This design comes from an exercise in tuning for small area and a short achievable clock period on the open sky130 flow, not from production work.
In this exercise RTL edits were held to simulation tests only and were not proved equivalent to the original.
Power figures rest on the tool's default switching activity, not on a simulated workload.

==> module instruction_buffer_nway, before the edit <==
module instruction_buffer_nway #(
    parameter int P_ENTRY_W  = 102,
    parameter int P_DEPTH    = 32,
    parameter int P_DEPTH_W  = 5,
    parameter int P_IN_WAYS  = 2,
    parameter int P_OUT_WAYS = 2,
    parameter int P_STOP_TH  = 26
) (
    input  logic                             iCLOCK,
    input  logic                             inRESET,
    input  logic                             iFREE_REFRESH,
    input  logic [P_IN_WAYS-1:0]             iPREVIOUS_VALID,
    input  logic [P_IN_WAYS*P_ENTRY_W-1:0]   iPREVIOUS_DATA,
    output logic                             oPREVIOUS_FETCH_STOP,
    output logic                             oPREVIOUS_LOCK,
    output logic [P_OUT_WAYS-1:0]            oNEXT_VALID,
    output logic [P_OUT_WAYS*P_ENTRY_W-1:0]  oNEXT_DATA,
    input  logic                             iNEXT_LOCK,
    output logic [P_DEPTH_W:0]               oCOUNT
);
    localparam int W  = P_ENTRY_W;
    localparam int NB = (P_DEPTH - 2) / 2;    
    localparam int CW = P_DEPTH_W + 1;
    logic [CW-1:0] count_q;
    logic z_q, e1_q, e3_q, ge2_q, ge3_q, ge4_q, lock_q, fstop_q;
    logic          rpar_q, wpar_q;
    logic [NB-1:0] re_q, ro_q, we_q, wo_q;
    logic [W-1:0] h0_q, h1_q;
    logic [W-1:0] ebank_q [NB];
    logic [W-1:0] obank_q [NB];
    logic [W-1:0] d0, d1;
    assign d0 = iPREVIOUS_DATA[0 +: W];
    assign d1 = iPREVIOUS_DATA[W +: W];
    logic rv, acc, a0, a1;
    assign rv  = !iNEXT_LOCK && !iFREE_REFRESH;
    assign acc = !lock_q && !iFREE_REFRESH;
    assign a0  = acc && iPREVIOUS_VALID[0];
    assign a1  = acc && iPREVIOUS_VALID[1];
    assign oCOUNT               = count_q;
    assign oPREVIOUS_LOCK       = lock_q;
    assign oPREVIOUS_FETCH_STOP = fstop_q;
    assign oNEXT_VALID          = {ge2_q && rv, !z_q && rv};
    assign oNEXT_DATA           = {h1_q, h0_q};
    logic [W-1:0] erd, ord_;
    always_comb begin
        erd  = '0;
        ord_ = '0;
        for (int i = 0; i < NB; i++) begin
            erd  = erd  | ({W{re_q[i]}} & ebank_q[i]);
            ord_ = ord_ | ({W{ro_q[i]}} & obank_q[i]);
        end
    end
    logic cp1;
    assign cp1 = rv ? e3_q : e1_q;
    logic push1, push2, pop1, pop2, wz, wge1, w2, hd_empty;
    assign push2    = a0 && a1;
    assign push1    = a0 ^ a1;
    assign w2       = push2;
    assign wge1     = a0 || a1;
    assign wz       = !wge1;
    assign hd_empty = rv ? !ge3_q : z_q;
    assign pop2 = (rv && ge4_q) || (rv && e3_q && wge1) || (hd_empty && w2);
    assign pop1 = (rv && e3_q && wz) || (hd_empty && push1) || (!rv && e1_q && wge1);
    logic h0_en, h0_r, h0_sE, h0_sO, h0_s0, h0_s1;
    assign h0_en = z_q || rv;
    assign h0_r  = rv && ge3_q;
    assign h0_sE = h0_r && !rpar_q;
    assign h0_sO = h0_r &&  rpar_q;
    assign h0_s0 = !h0_r &&  iPREVIOUS_VALID[0];
    assign h0_s1 = !h0_r && !iPREVIOUS_VALID[0];
    logic h1_en, h1_r, h1_sE, h1_sO, h1_s0, h1_s1;
    assign h1_en = rv || !ge2_q;
    assign h1_r  = rv && ge4_q;
    assign h1_sE = h1_r &&  rpar_q;
    assign h1_sO = h1_r && !rpar_q;
    assign h1_s0 = cp1 && iPREVIOUS_VALID[0];
    assign h1_s1 = !h1_r && !h1_s0;
    logic [W-1:0] h0_d, h1_d;
    assign h0_d = ({W{h0_sE}} & erd) | ({W{h0_sO}} & ord_) | ({W{h0_s0}} & d0) | ({W{h0_s1}} & d1);
    assign h1_d = ({W{h1_sE}} & erd) | ({W{h1_sO}} & ord_) | ({W{h1_s0}} & d0) | ({W{h1_s1}} & d1);
    logic          e_sel0, o_sel0, e_en, o_en;
    logic [W-1:0]  ebus, obus;
    assign e_sel0 = !wpar_q && iPREVIOUS_VALID[0];
    assign o_sel0 =  wpar_q && iPREVIOUS_VALID[0];
    assign ebus   = e_sel0 ? d0 : d1;
    assign obus   = o_sel0 ? d0 : d1;
    assign e_en   = wpar_q ? push2 : wge1;
    assign o_en   = wpar_q ? wge1 : push2;
    logic [CW-1:0] count_d;
    logic [1:0]    wn, rn;
    assign wn = {1'b0, a0} + {1'b0, a1};
    assign rn = rv ? (ge2_q ? 2'd2 : (z_q ? 2'd0 : 2'd1)) : 2'd0;
    assign count_d = count_q + CW'(wn) - CW'(rn);
    logic [NB-1:0] re_rot, ro_rot, we_rot, wo_rot;
    assign re_rot = {re_q[NB-2:0], re_q[NB-1]};
    assign ro_rot = {ro_q[NB-2:0], ro_q[NB-1]};
    assign we_rot = {we_q[NB-2:0], we_q[NB-1]};
    assign wo_rot = {wo_q[NB-2:0], wo_q[NB-1]};
    always_ff @(posedge iCLOCK) begin
        if (!inRESET || iFREE_REFRESH) begin
            count_q <= '0;
            z_q     <= 1'b1;
            e1_q    <= 1'b0;
            e3_q    <= 1'b0;
            ge2_q   <= 1'b0;
            ge3_q   <= 1'b0;
            ge4_q   <= 1'b0;
            lock_q  <= 1'b0;
            fstop_q <= 1'b0;
            rpar_q  <= 1'b0;
            wpar_q  <= 1'b0;
            re_q    <= NB'(1);
            ro_q    <= NB'(1);
            we_q    <= NB'(1);
            wo_q    <= NB'(1);
        end else begin
            count_q <= count_d;
            z_q     <= count_d == 0;
            e1_q    <= count_d == 1;
            e3_q    <= count_d == 3;
            ge2_q   <= count_d >= 2;
            ge3_q   <= count_d >= 3;
            ge4_q   <= count_d >= 4;
            lock_q  <= count_d >= CW'(P_DEPTH - P_IN_WAYS + 1);
            fstop_q <= count_d > CW'(P_STOP_TH);
            if (pop2) begin
                re_q <= re_rot;
                ro_q <= ro_rot;
            end else if (pop1) begin
                rpar_q <= !rpar_q;
                if (rpar_q) ro_q <= ro_rot;
                else        re_q <= re_rot;
            end
            if (push2) begin
                we_q <= we_rot;
                wo_q <= wo_rot;
            end else if (push1) begin
                wpar_q <= !wpar_q;
                if (wpar_q) wo_q <= wo_rot;
                else        we_q <= we_rot;
            end
        end
    end
    always_ff @(posedge iCLOCK) begin
        if (h0_en) h0_q <= h0_d;
        if (h1_en) h1_q <= h1_d;
    end
    for (genvar i = 0; i < NB; i++) begin : g_ring
        always_ff @(posedge iCLOCK) begin
            if (e_en && we_q[i]) ebank_q[i] <= ebus;
            if (o_en && wo_q[i]) obank_q[i] <= obus;
        end
    end
endmodule
export LEC_CHECK = 0
export ABC_CLOCK_PERIOD_IN_PS = 2800
export CAP_MARGIN = 20
export CORE_MARGIN = 2
export CORE_UTILIZATION = 60
export CTS_CLUSTER_DIAMETER = 70
export CTS_CLUSTER_SIZE = 24
export SETUP_SLACK_MARGIN = 3.2
export SLEW_MARGIN = 20
create_clock -name core_clock -period 6.0 [get_ports {iCLOCK}]
run.sh (not shown) runs the stock make flow with config.mk's settings and CLKGATE_MAP_FILE= SYNTH_SCRIPT=/design/flow/synth_recipe.tcl, a recipe that flattens the netlist after the stock synthesis.
The baseline completed with no timing, DRC or antenna violations.
Edit:
--- a/flow/design.v
+++ b/flow/design.v
@@ -50,17 +50,14 @@
             ord_ = ord_ | ({W{ro_q[i]}} & obank_q[i]);
         end
     end
-    logic cp1;
-    assign cp1 = rv ? e3_q : e1_q;
-    logic push1, push2, pop1, pop2, wz, wge1, w2, hd_empty;
-    assign push2    = a0 && a1;
-    assign push1    = a0 ^ a1;
-    assign w2       = push2;
-    assign wge1     = a0 || a1;
-    assign wz       = !wge1;
-    assign hd_empty = rv ? !ge3_q : z_q;
-    assign pop2 = (rv && ge4_q) || (rv && e3_q && wge1) || (hd_empty && w2);
-    assign pop1 = (rv && e3_q && wz) || (hd_empty && push1) || (!rv && e1_q && wge1);
+    logic cp1, cp2;
+    assign cp1 = rv ? e3_q  : e1_q;
+    assign cp2 = rv ? ge4_q : ge2_q;
+    logic pop1, pop2, push1, push2;
+    assign pop1  = rv && e3_q;
+    assign pop2  = rv && ge4_q;
+    assign push2 = cp2 && a0 && a1;
+    assign push1 = (cp2 && (a0 ^ a1)) || (cp1 && a0 && a1);
     logic h0_en, h0_r, h0_sE, h0_sO, h0_s0, h0_s1;
     assign h0_en = z_q || rv;
     assign h0_r  = rv && ge3_q;
@@ -80,12 +77,12 @@
     assign h1_d = ({W{h1_sE}} & erd) | ({W{h1_sO}} & ord_) | ({W{h1_s0}} & d0) | ({W{h1_s1}} & d1);
     logic          e_sel0, o_sel0, e_en, o_en;
     logic [W-1:0]  ebus, obus;
-    assign e_sel0 = !wpar_q && iPREVIOUS_VALID[0];
-    assign o_sel0 =  wpar_q && iPREVIOUS_VALID[0];
+    assign e_sel0 = !wpar_q && cp2 && iPREVIOUS_VALID[0];
+    assign o_sel0 =  wpar_q && cp2 && iPREVIOUS_VALID[0];
     assign ebus   = e_sel0 ? d0 : d1;
     assign obus   = o_sel0 ? d0 : d1;
-    assign e_en   = wpar_q ? push2 : wge1;
-    assign o_en   = wpar_q ? wge1 : push2;
+    assign e_en   = wpar_q ? push2 : (push1 || push2);
+    assign o_en   = wpar_q ? (push1 || push2) : push2;
     logic [CW-1:0] count_d;
     logic [1:0]    wn, rn;
     assign wn = {1'b0, a0} + {1'b0, a1};
The new run finished with timing, DRC and antenna clean.
Global-route usage barely changes.
Setup slack gets better by 88 ps.
Utilization decreases by 0.86 points.
Non-clock buffer count decreases by 75.
Hold slack gets worse by 16 ps.
Combinational power decreases by 20%.
Register-to-register slack gets worse by 20 ps.
Cell area decreases by 0.45%.
Fmax increases by 2.9%.
Wire length increases by 0.67%.
Die area increases by 0.41%.
Power decreases by 2.6%.

-- afterwards: timing with drivers on the ports --
The results above use ideal ports. As a check the final layouts listed here were re-extracted and re-timed, cells and wires unchanged. Step 1 sets driving cells, clkbuf_16 on the clock port and buf_2 on the other inputs (assumed; they add their load-dependent delay and slew). Step 2 moves the port delays by t, midway between the first and last clock arrival at a register: inputs arrive t later, outputs are due t later. That takes back most of the time a late clock gives input paths. a / b / c = no drivers / after step 1 / after step 2; a / b = the first two.
run | t (ns) | setup WS [ns] | worst setup path after step 2 | pins driven straight from the clock port
the first run | 0.956 | 2.915 / 2.725 / 2.049 | input to register | 1
the second run | 0.985 | 3.002 / 2.897 / 2.141 | input to register | 1
After both steps setup and hold are still met in every run listed. For the first run, which loses most, drivers alone change the setup slack by -0.190 ns; drivers and shift together by -0.866 ns.
